This design comes from an exercise in tuning for a short achievable clock period and few clock cycles on the open sky130 flow, not from production work.
In this exercise RTL edits were held to simulation tests only and were not proved equivalent to the original.
Power figures rest on the tool's default switching activity, not on a simulated workload.

==> inputs of run E <==
==> flow/design.v (excerpt) <==
module cpu_top (
    input  logic            clk,
    input  logic            rst,
    input  logic [cpu_pkg::XLEN-1:0] instr_in,
    input  logic [cpu_pkg::XLEN-1:0] pmem_data_in,
    output logic [cpu_pkg::XLEN-1:0] pc,
    output logic [cpu_pkg::XLEN-1:0] pmem_data_out,
    output logic [cpu_pkg::XLEN-1:0] pmem_addr_out,
    output logic            pmem_write
);
make LEC_CHECK=0 ABC_CLOCK_PERIOD_IN_PS=2400 CAP_MARGIN=20 CORE_MARGIN=2 CORE_UTILIZATION=40 SETUP_SLACK_MARGIN=2.6 SLEW_MARGIN=20 finish   # period 5.0 ns
run.sh (not shown) runs the stock make flow with config.mk's settings and CLKGATE_MAP_FILE= SYNTH_SCRIPT=/design/flow/synth_recipe.tcl, a recipe that flattens the netlist after the stock synthesis.
==> run R: changes against run E <==
--- a/flow/design.v
+++ b/flow/design.v
@@ -75,27 +75,46 @@
 endmodule
 module alu (
     input  logic [cpu_pkg::XLEN-1:0] a,
     input  logic [cpu_pkg::XLEN-1:0] b,
     input  logic [7:0]               sel,
     input  logic                     sub,    
     output logic [cpu_pkg::XLEN-1:0] y
 );
-    logic [15:0] sum;
+    logic [15:0] bx, p, g0, g1, g2, g3, c, p1, p2, p3, sum, oth;
     logic        lt;
-    add16 i_add (.a(a), .b(b ^ {16{sub}}), .cin(sub), .s(sum));
-    assign lt = (a[15] ^ b[15]) ? a[15] : sum[15];
-    assign y = ({16{sel[0] | sel[1]}} & sum)
-             | ({16{sel[2]}} & (a & b))
-             | ({16{sel[3]}} & (a | b))
-             | ({16{sel[4]}} & (a ^ b))
-             | ({16{sel[5]}} & (a << b[3:0]))
-             | ({16{sel[6]}} & (a >> b[3:0]))
-             | ({16{sel[7]}} & {15'd0, lt});
+    assign bx = b ^ {16{sub}};
+    assign p  = a ^ bx;
+    assign g0 = (a & bx) | {15'd0, p[0] & sub};
+    always_comb begin
+        for (int i = 0; i < 16; i++) begin
+            g1[i] = (i >= 1) ? (g0[i] | (p[i] & g0[i-1])) : g0[i];
+            p1[i] = (i >= 1) ? (p[i] & p[i-1]) : 1'b0;
+        end
+        for (int i = 0; i < 16; i++) begin
+            g2[i] = (i >= 2) ? (g1[i] | (p1[i] & g1[i-2])) : g1[i];
+            p2[i] = (i >= 2) ? (p1[i] & p1[i-2]) : 1'b0;
+        end
+        for (int i = 0; i < 16; i++) begin
+            g3[i] = (i >= 4) ? (g2[i] | (p2[i] & g2[i-4])) : g2[i];
+            p3[i] = (i >= 4) ? (p2[i] & p2[i-4]) : 1'b0;
+        end
+        for (int i = 0; i < 16; i++) begin
+            c[i] = (i >= 8) ? (g3[i] | (p3[i] & g3[i-8])) : g3[i];
+        end
+    end
+    assign sum = p ^ {c[14:0], sub};
+    assign lt = (a[15] ^ b[15]) ? a[15] : !c[14];
+    assign oth = ({16{sel[2]}} & (a & b))
+               | ({16{sel[3]}} & (a | b))
+               | ({16{sel[4]}} & (a ^ b))
+               | ({16{sel[5]}} & (a << b[3:0]))
+               | ({16{sel[6]}} & (a >> b[3:0]));
+    assign y = ({16{sel[0] | sel[1]}} & sum) | oth | {15'd0, sel[7] & lt};
 endmodule
 `timescale 1ns/1ps
 module cpu_top (
     input  logic            clk,
     input  logic            rst,
     input  logic [cpu_pkg::XLEN-1:0] instr_in,
     input  logic [cpu_pkg::XLEN-1:0] pmem_data_in,
     output logic [cpu_pkg::XLEN-1:0] pc,
@@ -105,28 +124,29 @@
 );
     localparam int BTB_N = 4;
     logic [15:0] fpc;                  
     logic        d_valid;              
     logic [15:0] d_pc, d_pc1;          
     logic [11:0] d_hi_p, d_hi_m;       
     logic        d_bhit;               
     logic        d_bany;               
-    logic        use_replay;           
-    logic [15:0] replay;
     logic        e_valid;              
     logic        e_park;               
     logic        e_park1;              
     logic [1:0]  e_cnt_a, e_cnt_b;     
     logic        e_fast;               
     logic        e_lfa, e_lfb, e_lfs;  
     logic [15:0] e_pc, e_pc1;          
     logic [15:0] e_pred;               
+    logic        e_dg;                 
+    logic [15:0] e_dtgt;
     logic [15:0] e_jtgt;               
     logic        e_mm_seq;             
+    logic        e_mmt;                
     logic        e_alu, e_ld, e_st, e_jmp, e_jform, e_immf;
     logic        e_jneg;               
     logic        e_c_always, e_c_zero, e_c_nz, e_c_neg;
     logic [7:0]  e_sel;                
     logic        e_sub;
     logic [2:0]  e_dst;
     logic [7:0]  e_amask;              
     logic [7:0]  e_lmask;              
@@ -141,36 +161,36 @@
     logic [15:0] regs [8];
     logic [BTB_N-1:0] bt_v;
     logic [15:0] bt_pc  [BTB_N];
     logic [15:0] bt_tgt [BTB_N];
     logic [1:0]  bt_rr;
     logic [BTB_N-1:0] bt_ctd;          
     logic [BTB_N-1:0] bt_last;         
     logic [15:0] bt_cnt [BTB_N];       
-    logic [15:0] iw;
+    logic        u_v, u_take, u_ctd;
+    logic [15:0] u_pc, u_tgt, u_ax;
     logic [1:0]  cls;
     logic        form;
     logic [2:0]  op, dst, rs1, rs2;
     logic [3:0]  imm;
     logic [15:0] imm_se;
     logic        is_alu, is_ld, is_st, is_jmp, immf, uses_a, uses_b;
     logic [7:0]  e_aq, e_lq, pend;
     logic        stall;
     logic [15:0] va, vb, vs;
     logic [4:0]  lo_sum;
     logic [15:0] jtgt_d;
-    assign iw     = use_replay ? replay : instr_in;
-    assign cls    = iw[15:14];
-    assign form   = iw[13];
-    assign op     = iw[12:10];
-    assign dst    = iw[9:7];
-    assign rs1    = iw[6:4];
-    assign rs2    = iw[3:1];
-    assign imm    = iw[3:0];
+    assign cls    = instr_in[15:14];
+    assign form   = instr_in[13];
+    assign op     = instr_in[12:10];
+    assign dst    = instr_in[9:7];
+    assign rs1    = instr_in[6:4];
+    assign rs2    = instr_in[3:1];
+    assign imm    = instr_in[3:0];
     assign imm_se = {{12{imm[3]}}, imm};
     assign is_alu = (cls == 2'b01);
     assign is_ld  = (cls == 2'b00) && (op == 3'd0);
     assign is_st  = (cls == 2'b00) && (op == 3'd1);
     assign is_jmp = (cls == 2'b10);
     assign immf   = form || is_st;
     assign uses_a = is_alu || is_ld || is_st || (is_jmp && (op >= 3'd2) && (op <= 3'd4));
     assign uses_b = !form && (is_alu || is_ld || (is_jmp && (op >= 3'd1) && (op <= 3'd4)));
@@ -179,17 +199,17 @@
     assign pend  = e_lq | (m_lmask & ~e_aq);
     logic pa, pb, ps, qa, qb, qs, fast;
     assign pa    = uses_a && pend[rs1];
     assign pb    = uses_b && pend[rs2];
     assign ps    = is_st && pend[dst];
     assign qa    = uses_a && e_lq[rs1];
     assign qb    = uses_b && e_lq[rs2];
     assign qs    = is_st && e_lq[dst];
-    assign fast  = !is_alu;
+    assign fast  = is_ld || is_st;
     assign stall = fast ? (qa || qb || qs) : (pa || pb);
     logic fa_d, fb_d, fs_d;
     assign fa_d = uses_a && e_aq[rs1];
     assign fb_d = uses_b && e_aq[rs2];
     assign fs_d = is_st && e_aq[dst];
     always_comb begin
         if (r_mask[rs1])       va = r_res;
         else if (w_lmask[rs1]) va = pmem_data_in;
@@ -225,24 +245,23 @@
     assign sd_x = r_fs | sdata;
     assign a_m  = a_x | (e_lfa ? pmem_data_in : 16'h0);
     assign b_m  = b_x | (e_lfb ? pmem_data_in : 16'h0);
     assign sd_m = sd_x | (e_lfs ? pmem_data_in : 16'h0);
     alu i_alu (.a(a_x), .b(b_x), .sel(e_sel), .sub(e_sub), .y(alu_y));
     logic [15:0] addr;
     add16 i_addr (.a(a_m), .b(b_m), .cin(1'b0), .s(addr));
     assign ez = (a_x == e_zc);
-    logic zero, take, mm_t, mispred;
+    logic zero, take, mispred;
     logic [15:0] actual;
-    assign zero    = (a_m == 16'h0);
+    assign zero    = (a_x == 16'h0);
     assign take    = e_jmp && (e_c_always || (e_c_zero && zero) || (e_c_nz && !zero) ||
-                               (e_c_neg && a_m[15]));
-    assign mm_t    = e_jform ? (e_jtgt != e_pred) : (b_m != e_pred);
-    assign mispred = e_valid && (take ? mm_t : e_mm_seq);
-    assign actual  = take ? (e_jform ? e_jtgt : b_m) : e_pc1;
+                               (e_c_neg && a_x[15]));
+    assign mispred = e_valid && (take ? e_mmt : e_mm_seq);
+    assign actual  = take ? (e_jform ? e_jtgt : b_x) : e_pc1;
     logic [BTB_N-1:0] bhit_v;
     logic        bhit, bany;
     logic [15:0] btgt, fpc1, fpc_n;
     always_comb begin
         btgt = '0;
         for (int i = 0; i < BTB_N; i++) begin
             bhit_v[i] = bt_v[i] && (bt_pc[i] == fpc);
             btgt = btgt | (bhit_v[i] ? bt_tgt[i] : 16'h0);
@@ -253,82 +272,82 @@
     assign fpc1 = fpc + 16'd1;
     assign pc   = fpc;
     logic d_go, d_adv, d_park, p_ready, d_redir;
     assign d_go    = d_valid && !mispred && !e_park;
     assign d_adv   = d_go && !stall;
     assign d_park  = d_go && stall;
     assign d_redir = d_go && d_guess;
     assign p_ready = e_fast || ((e_cnt_a <= 2'd1) && (e_cnt_b <= 2'd1));
-    logic keep;
-    assign keep = e_park1 && p_ready && d_valid;
+    logic refetch;
+    assign refetch = e_park1 && !p_ready;
     always_comb begin
         if (mispred)      fpc_n = actual;
-        else if (keep)    fpc_n = fpc;
-        else if (e_park1) fpc_n = e_pred;
+        else if (refetch) fpc_n = e_dg ? e_dtgt : e_pred;
         else if (d_redir) fpc_n = d_tgt;
+        else if (d_park)  fpc_n = fpc;
         else if (bhit)    fpc_n = btgt;
         else              fpc_n = fpc1;
     end
-    logic [BTB_N-1:0] e_hit_v;
-    logic        e_hit;
+    logic [BTB_N-1:0] u_hit_v;
+    logic        u_hit;
     always_comb begin
-        for (int i = 0; i < BTB_N; i++) e_hit_v[i] = bt_v[i] && (bt_pc[i] == e_pc);
+        for (int i = 0; i < BTB_N; i++) u_hit_v[i] = bt_v[i] && (bt_pc[i] == u_pc);
     end
-    assign e_hit = |e_hit_v;
+    assign u_hit = |u_hit_v;
     always_ff @(posedge clk or posedge rst) begin
         if (rst) begin
             fpc           <= '0;
             d_valid       <= 1'b0;
-            use_replay    <= 1'b0;
             e_valid       <= 1'b0;
             e_park        <= 1'b0;
             e_park1       <= 1'b0;
             r_mask        <= '0;
             m_lmask       <= '0;
             w_lmask       <= '0;
             pmem_write    <= 1'b0;
             pmem_addr_out <= '0;
             pmem_data_out <= '0;
             bt_v          <= '0;
             bt_rr         <= '0;
+            u_v           <= 1'b0;
             bt_ctd        <= '0;
             bt_last       <= '0;
             for (int i = 0; i < 8; i++) regs[i] <= '0;
         end else begin
             fpc        <= fpc_n;
-            d_valid    <= !mispred && (!e_park1 || keep) && !d_redir;
-            use_replay <= keep;
+            d_valid    <= !mispred && !refetch && !d_redir && !d_park;
             e_valid    <= d_adv || (e_park && p_ready);
             e_park     <= d_park || (e_park && !p_ready);
             e_park1    <= d_park;
             r_mask     <= e_aq;
             m_lmask    <= e_lq;
             w_lmask    <= m_lmask;
             pmem_write    <= e_valid && e_st;
             pmem_addr_out <= addr;
             pmem_data_out <= sd_m;
             for (int i = 0; i < 8; i++) begin
                 if (r_mask[i])       regs[i] <= r_res;
                 else if (w_lmask[i]) regs[i] <= pmem_data_in;
             end
-            if (e_valid && e_jmp) begin
-                if (take) begin
-                    if (!e_hit) begin
+            u_v <= e_valid && e_jmp;
+            if (u_v) begin
+                if (u_take) begin
+                    if (!u_hit) begin
                         bt_v[bt_rr]    <= 1'b1;
                         bt_rr          <= bt_rr + 2'd1;
-                        bt_ctd[bt_rr]  <= e_c_nz && e_jform && e_jneg;
-                        bt_last[bt_rr] <= (a_m == 16'd1);
+                        bt_ctd[bt_rr]  <= u_ctd;
+                        bt_last[bt_rr] <= (u_ax == 16'd1);
                     end else begin
                         for (int i = 0; i < BTB_N; i++) begin
-                            if (e_hit_v[i]) bt_last[i] <= (bt_cnt[i] == 16'd1);
+                            if (u_hit_v[i]) bt_last[i] <= (bt_cnt[i] == 16'd1);
                         end
                     end
                 end else begin
-                    bt_v <= bt_v & ~e_hit_v;
+                    bt_v <= bt_v & ~u_hit_v;
                 end
             end
         end
     end
     always_ff @(posedge clk or posedge rst) begin
         if (rst) begin
             e_cnt_a    <= '0;
             e_cnt_b    <= '0;
@@ -336,18 +355,21 @@
             e_lfa      <= 1'b0;
             e_lfb      <= 1'b0;
             e_lfs      <= 1'b0;
             e_amask    <= '0;
             e_lmask    <= '0;
             e_pc       <= '0;
             e_pc1      <= '0;
             e_pred     <= '0;
+            e_dg       <= 1'b0;
+            e_dtgt     <= '0;
             e_jtgt     <= '0;
             e_mm_seq   <= 1'b0;
+            e_mmt      <= 1'b0;
             e_zok      <= 1'b0;
             e_zc       <= '0;
             e_alu      <= 1'b0;
             e_ld       <= 1'b0;
             e_st       <= 1'b0;
             e_jmp      <= 1'b0;
             e_jform    <= 1'b0;
             e_jneg     <= 1'b0;
@@ -374,19 +396,24 @@
             e_lfs      <= fast && ps;
             e_cnt_a    <= !uses_a ? 2'd0 : e_lq[rs1] ? 2'd2 : pend[rs1] ? 2'd1 : 2'd0;
             e_cnt_b    <= is_st  ? (e_lq[dst] ? 2'd2 : pend[dst] ? 2'd1 : 2'd0) :
                           !uses_b ? 2'd0 : e_lq[rs2] ? 2'd2 : pend[rs2] ? 2'd1 : 2'd0;
             e_amask    <= is_alu ? (8'd1 << dst) : 8'd0;
             e_lmask    <= is_ld ? (8'd1 << dst) : 8'd0;
             e_pc       <= d_pc;
             e_pc1      <= d_pc1;
-            e_pred     <= d_guess ? d_tgt : fpc;
+            e_pred     <= fpc;
+            e_dg       <= d_guess;
+            e_dtgt     <= d_tgt;
             e_jtgt     <= jtgt_d;
             e_mm_seq   <= d_ex ? d_ex_take : (d_sp || (d_pc1 != fpc));
+            e_mmt      <= !form ? 1'b1 :
+                          d_guess ? (d_ex && !d_ex_take) :
+                          !d_bhit && (imm != 4'd1);
             e_zok      <= is_alu && immf && ((op == 3'd0) || (op == 3'd1) || (op == 3'd4));
             e_zc       <= (op == 3'd0) ? (16'h0 - imm_se) : imm_se;
             e_alu      <= is_alu;
             e_ld       <= is_ld;
             e_st       <= is_st;
             e_jmp      <= is_jmp;
             e_jform    <= form;
             e_jneg     <= imm[3];
@@ -400,37 +427,39 @@
             e_dst      <= dst;
         end
     end
     always_ff @(posedge clk) begin
         r_res  <= alu_y;
         r_fa   <= (!e_park && fa_d) ? alu_y : 16'h0;
         r_fb   <= (!e_park && fb_d) ? alu_y : 16'h0;
         r_fs   <= (!e_park && fs_d) ? alu_y : 16'h0;
-        replay <= iw;
-        if (!keep) begin
-            d_pc   <= fpc;
-            d_pc1  <= fpc1;
-            d_hi_p <= fpc[15:4] + 12'd1;
-            d_hi_m <= fpc[15:4] - 12'd1;
-            d_bhit <= bhit;
-            d_bany <= bany;
-        end
+        d_pc   <= fpc;
+        d_pc1  <= fpc1;
+        d_hi_p <= fpc[15:4] + 12'd1;
+        d_hi_m <= fpc[15:4] - 12'd1;
+        d_bhit <= bhit;
+        d_bany <= bany;
         if (e_park) begin
             opa   <= (e_cnt_a == 2'd1) ? pmem_data_in : a_x;
             opb   <= (e_cnt_b == 2'd1 && !e_st) ? pmem_data_in : b_x;
             sdata <= (e_cnt_b == 2'd1 && e_st) ? pmem_data_in : sd_x;
         end else begin
             opa   <= (fa_d || pa) ? 16'h0 : va;
             opb   <= (fb_d || pb) ? 16'h0 : immf ? imm_se : vb;
             sdata <= (fs_d || ps) ? 16'h0 : vs;
         end
-        if (e_valid && e_jmp && take) begin
+        u_take <= take;
+        u_ctd  <= e_c_nz && e_jform && e_jneg;
+        u_pc   <= e_pc;
+        u_tgt  <= actual;
+        u_ax   <= a_x;
+        if (u_v && u_take) begin
             for (int i = 0; i < BTB_N; i++) begin
-                if (e_hit ? e_hit_v[i] : (bt_rr == 2'(i))) begin
-                    bt_pc[i]  <= e_pc;
-                    bt_tgt[i] <= actual;
-                    bt_cnt[i] <= e_hit ? bt_cnt[i] - 16'd1 : a_m - 16'd1;
+                if (u_hit ? u_hit_v[i] : (bt_rr == 2'(i))) begin
+                    bt_pc[i]  <= u_pc;
+                    bt_tgt[i] <= u_tgt;
+                    bt_cnt[i] <= u_hit ? bt_cnt[i] - 16'd1 : u_ax - 16'd1;
                 end
             end
         end
     end
 endmodule
- ABC_CLOCK_PERIOD_IN_PS: 2400 -> default
- SYNTH_HIERARCHICAL: default -> 1
- SYNTH_MINIMUM_KEEP_SIZE: default -> 0
==> metrics.md <==
| Metric | Value |
|---|---|
| Post-synth EDFFs | `192` |
| Switch share | `40.00%` |
| WP buf/inv | `3` |
| Status | `no timing/DRC/antenna violations` |
| Largest family of logic cells by synthesized area | `simple AND/OR/NAND/NOR gates` |
| GP Congestion | `0.9482` |
| Comb power frac | `46.3%` |
| Leading cell types by total area after synthesis | `dfrtp_1, edfxtp_1, dfxtp_1` |
| Leakage power | `21.41 nW` |
That was run R.
==> metrics.md <==
| Metric | Value |
|---|---|
| Status | `no timing/DRC/antenna violations` |
| Count leader, synth | `nand2_1` |
| WP buf/inv | `5` |
| Switch share | `43.89%` |
| Placed wire-length estimate | `106700 um` |
| Crit-path most repeated cell | `buf_12` |
| Leakage power | `23.09 nW` |
| Max-slew violations | `0` |
| Comb power frac | `58.3%` |
That was run E.
Testbench counts of run E, summed over its fixed seeds: cycles 30,442.
Testbench counts of run R, summed over its fixed seeds: cycles 30,664.

## re-timing with driven ports
The flow's constraints put no driver on any port. The routed layouts listed below were extracted and timed again, unchanged, in two steps. Step 1: set_driving_cell puts a clkbuf_16 on clk and a buf_2 on each other input, an assumption about the parent block. Step 2 times the ports against the registers' clock, not the clock port: input delays grow and output delays shrink by t, the midpoint of the rising clock arrivals with the driver on. Slacks: no drivers / after step 1 / after step 2; pairs: no drivers / after step 1.
| run | t, ns | setup WS [ns] | clock arrival spread, ns |
|---|---|---|---|
| run E | 0.729 | 1.699 / 1.699 / 1.022 | 0.036 / 0.036 |
| run R | 0.730 | 2.014 / 2.007 / 1.277 | 0.049 / 0.049 |
After both steps every run listed still meets setup and hold. The setup slack of run R, which loses most, moves by -0.007 ns with the drivers and by -0.737 ns with both steps.
